Context: an optimization exercise on an open-source flow, tuned for small area, a short achievable clock period and few clock cycles per item. The choices shown serve that exercise and are no tape-out recipe. At most, simulation tests tie the RTL to the original design; equivalence was not proved.

==> run Z: inputs <==
==> flow/design.v <==
package tea_pkg;
    typedef logic [31:0] word_t;
    localparam word_t tea_delta = 32'h9e3779b9;
    function automatic logic [1023:0] sum_table();
        logic [1023:0] t;
        word_t s;
        s = '0;
        for (int j = 0; j < 32; j++) begin
            s = s + tea_delta;
            t[j*32 +: 32] = s;
        end
        sum_table = t;
    endfunction
    localparam logic [1023:0] sum_tab = sum_table();
    function automatic logic [32:0] add32(input word_t a, input word_t b, input logic cin);
        word_t pp, gg, p0, g0, c;
        int    j;
        p0 = a ^ b;
        g0 = a & b;
        pp = p0;
        gg = g0;
        gg[0] = gg[0] | (pp[0] & cin);
        for (int l = 0; l < 5; l++) begin
            for (int i = 31; i >= 0; i--) begin
                if (l > 0 && i == (1 << l)) begin
                    gg[i] = g0[i] | (p0[i] & g0[i - 1]) | (p0[i] & p0[i - 1] & gg[i - 2]);
                    pp[i] = p0[i] & p0[i - 1] & pp[i - 2];
                end else if ((i >> l) & 1) begin
                    j = ((i >> l) << l) - 1;
                    gg[i] = gg[i] | (pp[i] & gg[j]);
                    pp[i] = pp[i] & pp[j];
                end
            end
        end
        c = {gg[30:0], cin};
        add32 = {gg[31], p0 ^ c};
    endfunction
endpackage
`timescale 1ns/1ps
module crypt_machine #(
    parameter int data_in_w = 32,
    parameter int rounds    = 32
) (
    input  logic                  clk,
    input  logic                  resetn,
    input  logic [data_in_w-1:0]  data_in,
    input  logic                  go,
    input  logic                  decrypt,
    output logic                  done,
    output tea_pkg::word_t        display
);
    typedef enum logic [2:0] {
        st_load,       
        st_load_rel,   
        st_wait_op,    
        st_run,        
        st_wait_dec,   
        st_wait_clr,   
        st_clr_rel     
    } state_t;
    state_t          state;
    logic [2:0]      widx;
    logic            dec;        
    logic [6:0]      t;          
    logic [4:0]      sidx;       
    tea_pkg::word_t  p, q;
    tea_pkg::word_t  r0, r1, r2, r3;
    tea_pkg::word_t  g;          
    logic            cin;
    tea_pkg::word_t  s;          
    logic start_enc, start_dec, start;
    assign start_enc = (state == st_wait_op) && go;
    assign start_dec = ((state == st_wait_op) && !go && decrypt) ||
                       ((state == st_wait_dec) && decrypt);
    assign start     = start_enc || start_dec;
    logic running, last;
    assign running = (state == st_run) && !done;
    assign last    = running && t[6];
    tea_pkg::word_t nw;
    logic           ovf;
    assign {ovf, nw} = tea_pkg::add32(p, g, cin);
    logic [27:0] a_x, a_y, a_z, a_s, a_c;
    logic [32:0] a_sum;
    assign a_x   = p[27:0];
    assign a_y   = g[27:0];
    assign a_z   = r0[31:4];
    assign a_s   = a_x ^ a_y ^ a_z;
    assign a_c   = (a_x & a_y) | (a_x & a_z) | (a_y & a_z);
    assign a_sum = tea_pkg::add32({4'd0, a_s}, {4'd0, a_c[26:0], cin}, 1'b0);
    tea_pkg::word_t b_s, b_c;
    logic [32:0]    b_sum;
    assign b_s   = p ^ g ^ s;
    assign b_c   = (p & g) | (p & s) | (g & s);
    assign b_sum = tea_pkg::add32(b_s, {b_c[30:0], cin}, 1'b0);
    tea_pkg::word_t c_z, c_s, c_c;
    logic [32:0]    c_sum;
    logic           c27;
    assign c_z   = {r1[26:0], 5'd0};
    assign c_s   = p ^ g ^ c_z;
    assign c_c   = (p & g) | (p & c_z) | (g & c_z);
    assign c_sum = tea_pkg::add32(c_s, {c_c[30:0], cin}, 1'b0);
    assign c27   = ovf ? (c_c[31] && c_sum[32]) : (c_c[31] || c_sum[32]);
    logic [4:0] r1_hi, r1_hi1;
    assign r1_hi  = r1[31:27];
    assign r1_hi1 = r1[31:27] + 5'd1;
    tea_pkg::word_t f_nx;
    assign f_nx = {a_sum[27:0], r0[3:0]} ^ b_sum[31:0] ^
                  {c27 ? r1_hi1 : r1_hi, c_sum[31:5]};
    logic       dec_n, m_n;
    logic [4:0] sidx_n;
    assign dec_n = start ? start_dec : (running ? dec : 1'b1);
    assign m_n   = start ? start_dec : (running && (!dec || (t[5:0] != 6'd63)));
    logic [4:0] sidx_r;
    always_comb begin
        if (!running) begin
            sidx_r = 5'd31;
        end else if (t[0] ^ dec) begin
            sidx_r = dec ? sidx - 5'd1 : sidx + 5'd1;
        end else begin
            sidx_r = sidx;
        end
    end
    assign sidx_n = start_enc ? 5'd0 : sidx_r;
    always_ff @(posedge clk) begin
        g    <= (f_nx ^ {32{dec}}) & {32{m_n}};
        cin  <= m_n && dec;
        sidx <= sidx_n;
        s    <= start_enc ? tea_pkg::tea_delta : tea_pkg::sum_tab[sidx_r*32 +: 32];
    end
    logic load_q, load_p;
    assign load_q = (state == st_load) && (widx <= 3'd1);
    assign load_p = (state == st_load_rel) && (widx == 3'd0);
    logic rot, load_r2, load_r3;
    assign rot     = start || running ||
                     ((state == st_load_rel) && !go && ((widx == 3'd3) || (widx == 3'd5)));
    assign load_r2 = (state == st_load) && ((widx == 3'd2) || (widx == 3'd4));
    assign load_r3 = (state == st_load) && ((widx == 3'd3) || (widx == 3'd5));
    always_ff @(posedge clk) begin
        if (load_q || running || start) begin
            q <= load_q ? data_in : nw;
        end
        if (load_p || running || start) begin
            p <= q;
        end
        if (rot) begin
            r0 <= r2;
            r1 <= r3;
        end
        if (rot || load_r2) begin
            r2 <= load_r2 ? data_in : r0;
        end
        if (rot || load_r3) begin
            r3 <= load_r3 ? data_in : r1;
        end
    end
    always_ff @(posedge clk) begin
        if (!resetn) begin
            state <= st_load;
            widx  <= '0;
            done  <= 1'b0;
        end else begin
            done <= last;
            case (state)
                st_load:     if (go) state <= st_load_rel;
                st_load_rel: if (!go) begin
                                 if (widx == 3'd5) begin
                                     state <= st_wait_op;
                                 end else begin
                                     state <= st_load;
                                 end
                                 widx <= widx + 3'd1;
                             end
                st_wait_op:  if (go || decrypt) state <= st_run;
                st_run:      if (done) state <= dec ? st_wait_clr : st_wait_dec;
                st_wait_dec: if (decrypt) state <= st_run;
                             else if (go) state <= st_clr_rel;
                st_wait_clr: if (go) state <= st_clr_rel;
                st_clr_rel:  if (!go) begin
                                 state <= st_load;
                                 widx  <= '0;
                             end
                default:     state <= st_load;
            endcase
        end
    end
    always_ff @(posedge clk) begin
        dec <= dec_n;
        if (start) begin
            t <= '0;
        end else if (running) begin
            t <= t + 7'd1;
        end
    end
    always_ff @(posedge clk) begin
        if (!resetn || (state == st_clr_rel)) begin
            display <= '0;
        end else if (last) begin
            display <= {nw[15:0], q[15:0]};
        end
    end
endmodule
==> flow/flow/run.sh <==
#!/bin/bash
set -euo pipefail
export SETUP_SLACK_MARGIN=8.0
export BUFFER_PORTS_ARGS="-buffer_cell sky130_fd_sc_hd__buf_4"
bash standard.sh > standard.log 2>&1
==> flow/standard.sh <==
#!/bin/bash
# synth_recipe.tcl (not shown) runs the flow's synth.tcl, then flattens the netlist and writes it again
# the make line also repeats each setting of config.mk as NAME=value (left out here)
make -C /OpenROAD-flow-scripts/flow DESIGN_CONFIG=/design/flow/config.mk WORK_HOME=/design/flow/orfs CLKGATE_MAP_FILE= SYNTH_SCRIPT=/design/flow/synth_recipe.tcl "${@:-finish}"
==> flow/config.mk <==
export PLATFORM = sky130hd
export DESIGN_NAME = crypt_machine
export DESIGN_NICKNAME = crypt_machine
export VERILOG_FILES = /design/flow/design.v
export SDC_FILE = /design/flow/constraint.sdc
export NUM_CORES = 4
export LEC_CHECK = 0
export CAP_MARGIN = 20
export CORE_MARGIN = 2
export CORE_UTILIZATION = 40
export SLEW_MARGIN = 20
==> flow/constraint.sdc <==
create_clock -name core_clock -period 12.0 [get_ports {clk}]
set_input_delay 2.4000 -clock core_clock [delete_from_list [all_inputs] [get_ports {clk}]]
set_output_delay 2.4000 -clock core_clock [all_outputs]
set_load 0.01 [all_outputs]
==> run B: changes against run Z <==
==> flow/design.v (replaced) <==
package tea_pkg;
    typedef logic [31:0] word_t;
    localparam word_t tea_delta = 32'h9e3779b9;
    function automatic logic [1023:0] sum_table();
        logic [1023:0] t;
        word_t s;
        s = '0;
        for (int j = 0; j < 32; j++) begin
            s = s + tea_delta;
            t[j*32 +: 32] = s;
        end
        sum_table = t;
    endfunction
    localparam logic [1023:0] sum_tab = sum_table();
    function automatic logic [32:0] add32(input word_t a, input word_t b, input logic cin);
        word_t pp, gg, p0, g0, c;
        int    j;
        p0 = a ^ b;
        g0 = a & b;
        pp = p0;
        gg = g0;
        gg[0] = gg[0] | (pp[0] & cin);
        for (int l = 0; l < 5; l++) begin
            for (int i = 31; i >= 0; i--) begin
                if (l > 0 && i == (1 << l)) begin
                    gg[i] = g0[i] | (p0[i] & g0[i - 1]) | (p0[i] & p0[i - 1] & gg[i - 2]);
                    pp[i] = p0[i] & p0[i - 1] & pp[i - 2];
                end else if ((i >> l) & 1) begin
                    j = ((i >> l) << l) - 1;
                    gg[i] = gg[i] | (pp[i] & gg[j]);
                    pp[i] = pp[i] & pp[j];
                end
            end
        end
        c = {gg[30:0], cin};
        add32 = {gg[31], p0 ^ c};
    endfunction
endpackage
`timescale 1ns/1ps
module crypt_machine #(
    parameter int data_in_w = 32,
    parameter int rounds    = 32
) (
    input  logic                  clk,
    input  logic                  resetn,
    input  logic [data_in_w-1:0]  data_in,
    input  logic                  go,
    input  logic                  decrypt,
    output logic                  done,
    output tea_pkg::word_t        display
);
    logic            s_load;       
    logic            s_load_rel;   
    logic            s_wait_op;    
    logic            s_run;        
    logic            s_wait_dec;   
    logic            s_wait_clr;   
    logic            s_clr_rel;    
    logic            running;      
    logic [2:0]      widx;
    logic            dec;        
    logic [6:0]      t;          
    tea_pkg::word_t  p, q;
    tea_pkg::word_t  r0, r1, r2, r3;
    tea_pkg::word_t  g;          
    logic            cin;
    tea_pkg::word_t  s;          
    logic start_enc, start_dec, start;
    assign start_enc = s_wait_op && go;
    assign start_dec = (s_wait_op && !go && decrypt) || (s_wait_dec && decrypt);
    assign start     = start_enc || start_dec;
    logic last;
    assign last = running && t[6];
    tea_pkg::word_t nw;
    logic           ovf;
    assign {ovf, nw} = tea_pkg::add32(p, g, cin);
    logic [27:0] a_x, a_y, a_z, a_s, a_c;
    logic [32:0] a_sum;
    assign a_x   = p[27:0];
    assign a_y   = g[27:0];
    assign a_z   = r0[31:4];
    assign a_s   = a_x ^ a_y ^ a_z;
    assign a_c   = (a_x & a_y) | (a_x & a_z) | (a_y & a_z);
    assign a_sum = tea_pkg::add32({4'd0, a_s}, {4'd0, a_c[26:0], cin}, 1'b0);
    tea_pkg::word_t b_s, b_c;
    logic [32:0]    b_sum;
    assign b_s   = p ^ g ^ s;
    assign b_c   = (p & g) | (p & s) | (g & s);
    assign b_sum = tea_pkg::add32(b_s, {b_c[30:0], cin}, 1'b0);
    tea_pkg::word_t c_z, c_s, c_c;
    logic [32:0]    c_sum;
    logic           c27;
    assign c_z   = {r1[26:0], 5'd0};
    assign c_s   = p ^ g ^ c_z;
    assign c_c   = (p & g) | (p & c_z) | (g & c_z);
    assign c_sum = tea_pkg::add32(c_s, {c_c[30:0], cin}, 1'b0);
    assign c27   = ovf ? (c_c[31] && c_sum[32]) : (c_c[31] || c_sum[32]);
    logic [4:0] r1_hi, r1_hi1;
    assign r1_hi  = r1[31:27];
    assign r1_hi1 = r1[31:27] + 5'd1;
    tea_pkg::word_t f_lo, g_nx;
    logic [4:0]     x_hi, g_hi0, g_hi1;
    assign f_lo  = {a_sum[27:0], r0[3:0]} ^ b_sum[31:0] ^ {5'd0, c_sum[31:5]};
    assign x_hi  = f_lo[31:27] ^ {5{dec}};
    assign g_hi0 = (x_hi ^ r1_hi)  & {5{m_n}};
    assign g_hi1 = (x_hi ^ r1_hi1) & {5{m_n}};
    assign g_nx  = {c27 ? g_hi1 : g_hi0, (f_lo[26:0] ^ {27{dec}}) & {27{m_n}}};
    logic       dec_n, m_n;
    assign dec_n = start ? start_dec : (running ? dec : 1'b1);
    assign m_n   = start ? start_dec : (running && (!dec || (t[5:0] != 6'd63)));
    logic [4:0] jh, sidx;
    assign jh   = t[5:1] + {4'd0, dec | t[0]};
    assign sidx = running ? (jh ^ {5{dec}}) : 5'd31;
    always_ff @(posedge clk) begin
        g    <= g_nx;
        cin  <= m_n && dec;
        s    <= start_enc ? tea_pkg::tea_delta : tea_pkg::sum_tab[sidx*32 +: 32];
    end
    logic load_q, load_p;
    assign load_q = s_load && (widx <= 3'd1);
    assign load_p = s_load_rel && (widx == 3'd0);
    logic rot, load_r2, load_r3;
    assign rot     = start || running ||
                     (s_load_rel && !go && ((widx == 3'd3) || (widx == 3'd5)));
    assign load_r2 = s_load && ((widx == 3'd2) || (widx == 3'd4));
    assign load_r3 = s_load && ((widx == 3'd3) || (widx == 3'd5));
    always_ff @(posedge clk) begin
        if (load_q || running || start) begin
            q <= load_q ? data_in : nw;
        end
        if (load_p || running || start) begin
            p <= q;
        end
        if (rot) begin
            r0 <= r2;
            r1 <= r3;
        end
        if (rot || load_r2) begin
            r2 <= load_r2 ? data_in : r0;
        end
        if (rot || load_r3) begin
            r3 <= load_r3 ? data_in : r1;
        end
    end
    logic last_word;
    assign last_word = (widx == 3'd5);
    always_ff @(posedge clk) begin
        if (!resetn) begin
            s_load     <= 1'b1;
            s_load_rel <= 1'b0;
            s_wait_op  <= 1'b0;
            s_run      <= 1'b0;
            s_wait_dec <= 1'b0;
            s_wait_clr <= 1'b0;
            s_clr_rel  <= 1'b0;
            running    <= 1'b0;
            widx       <= '0;
            done       <= 1'b0;
        end else begin
            s_load     <= (s_load && !go) || (s_load_rel && !go && !last_word) ||
                          (s_clr_rel && !go);
            s_load_rel <= (s_load || s_load_rel) && go;
            s_wait_op  <= (s_load_rel && !go && last_word) ||
                          (s_wait_op && !go && !decrypt);
            s_run      <= start || (s_run && !done);
            s_wait_dec <= (s_run && done && !dec) || (s_wait_dec && !decrypt && !go);
            s_wait_clr <= (s_run && done && dec) || (s_wait_clr && !go);
            s_clr_rel  <= (s_wait_dec && !decrypt && go) || ((s_wait_clr || s_clr_rel) && go);
            running    <= start || (running && !t[6]);
            done       <= last;
            if (s_load_rel && !go) begin
                widx <= widx + 3'd1;
            end else if (s_clr_rel && !go) begin
                widx <= '0;
            end
        end
    end
    always_ff @(posedge clk) begin
        dec <= dec_n;
        if (start) begin
            t <= '0;
        end else if (running) begin
            t <= t + 7'd1;
        end
    end
    always_ff @(posedge clk) begin
        if (!resetn || s_clr_rel) begin
            display <= '0;
        end else if (last) begin
            display <= {nw[15:0], q[15:0]};
        end
    end
endmodule
==> flow/flow/run.sh (replaced) <==
#!/bin/bash
set -euo pipefail
export SETUP_SLACK_MARGIN=8.2
export BUFFER_PORTS_ARGS="-buffer_cell sky130_fd_sc_hd__buf_4"
bash standard.sh MATCH_CELL_FOOTPRINT=0 finish > standard.log 2>&1
==> qor summary <==
	run Z	run B
Post-synth top area share	30.1%	30.4%
Compound-Gate Fraction of Synth Area	12.8%	12.4%
Area taken by flip-flops and latches	0.00812 mm2	0.00812 mm2
GR Util met1	28.9%	27.7%
Die outline area	0.0499 mm2	0.0495 mm2
Maximum fanout count along the critical path	17	4
Post-layout net count	2104	2105
Post-DP Area	0.0206 mm2	0.0203 mm2
Layout clock buffers	46	52
Non-clock buffer area fraction after layout	3.46%	4.54%
Top Consumer	clock	registers
Maximum clock skew at final layout	21.5 ps	27.7 ps
Synthesized-area fraction occupied by adder cells	19.0%	19.2%
Outcome	no timing/DRC/antenna violations	no timing/DRC/antenna violations
Testbench counts of run B, summed over its fixed seeds: cycles 7,752, ops 96.
For run Z, only the layout was checked, not whether the RTL still works.

-- static timing again, ports no longer ideal --
Ports are ideal in the flow. The routed layouts listed here were re-timed in OpenROAD.
Step 1: set_driving_cell puts a clkbuf_16 on clk and a buf_2 on each other input, an assumption about the parent block.
Step 2 adds t to the input delays and takes it off the output delays; t is the mean of the earliest and latest rising clock arrival at the registers after step 1. Input paths then give back, and output paths get back, about the clock's delay inside the block.
a / b / c = no drivers / after step 1 / after step 2; a / b = the first two.
run	t (ns)	slack for setup (ns)	slew at the worst register clock pin (ns)
run Z	0.611	8.037 / 8.062 / 7.451	0.06 / 0.06
run B	0.613	8.215 / 8.215 / 7.731	0.07 / 0.07
After both steps every run listed still meets setup and hold. For run Z, which loses most, drivers alone change the setup slack by +0.025 ns; drivers and shift together by -0.586 ns.
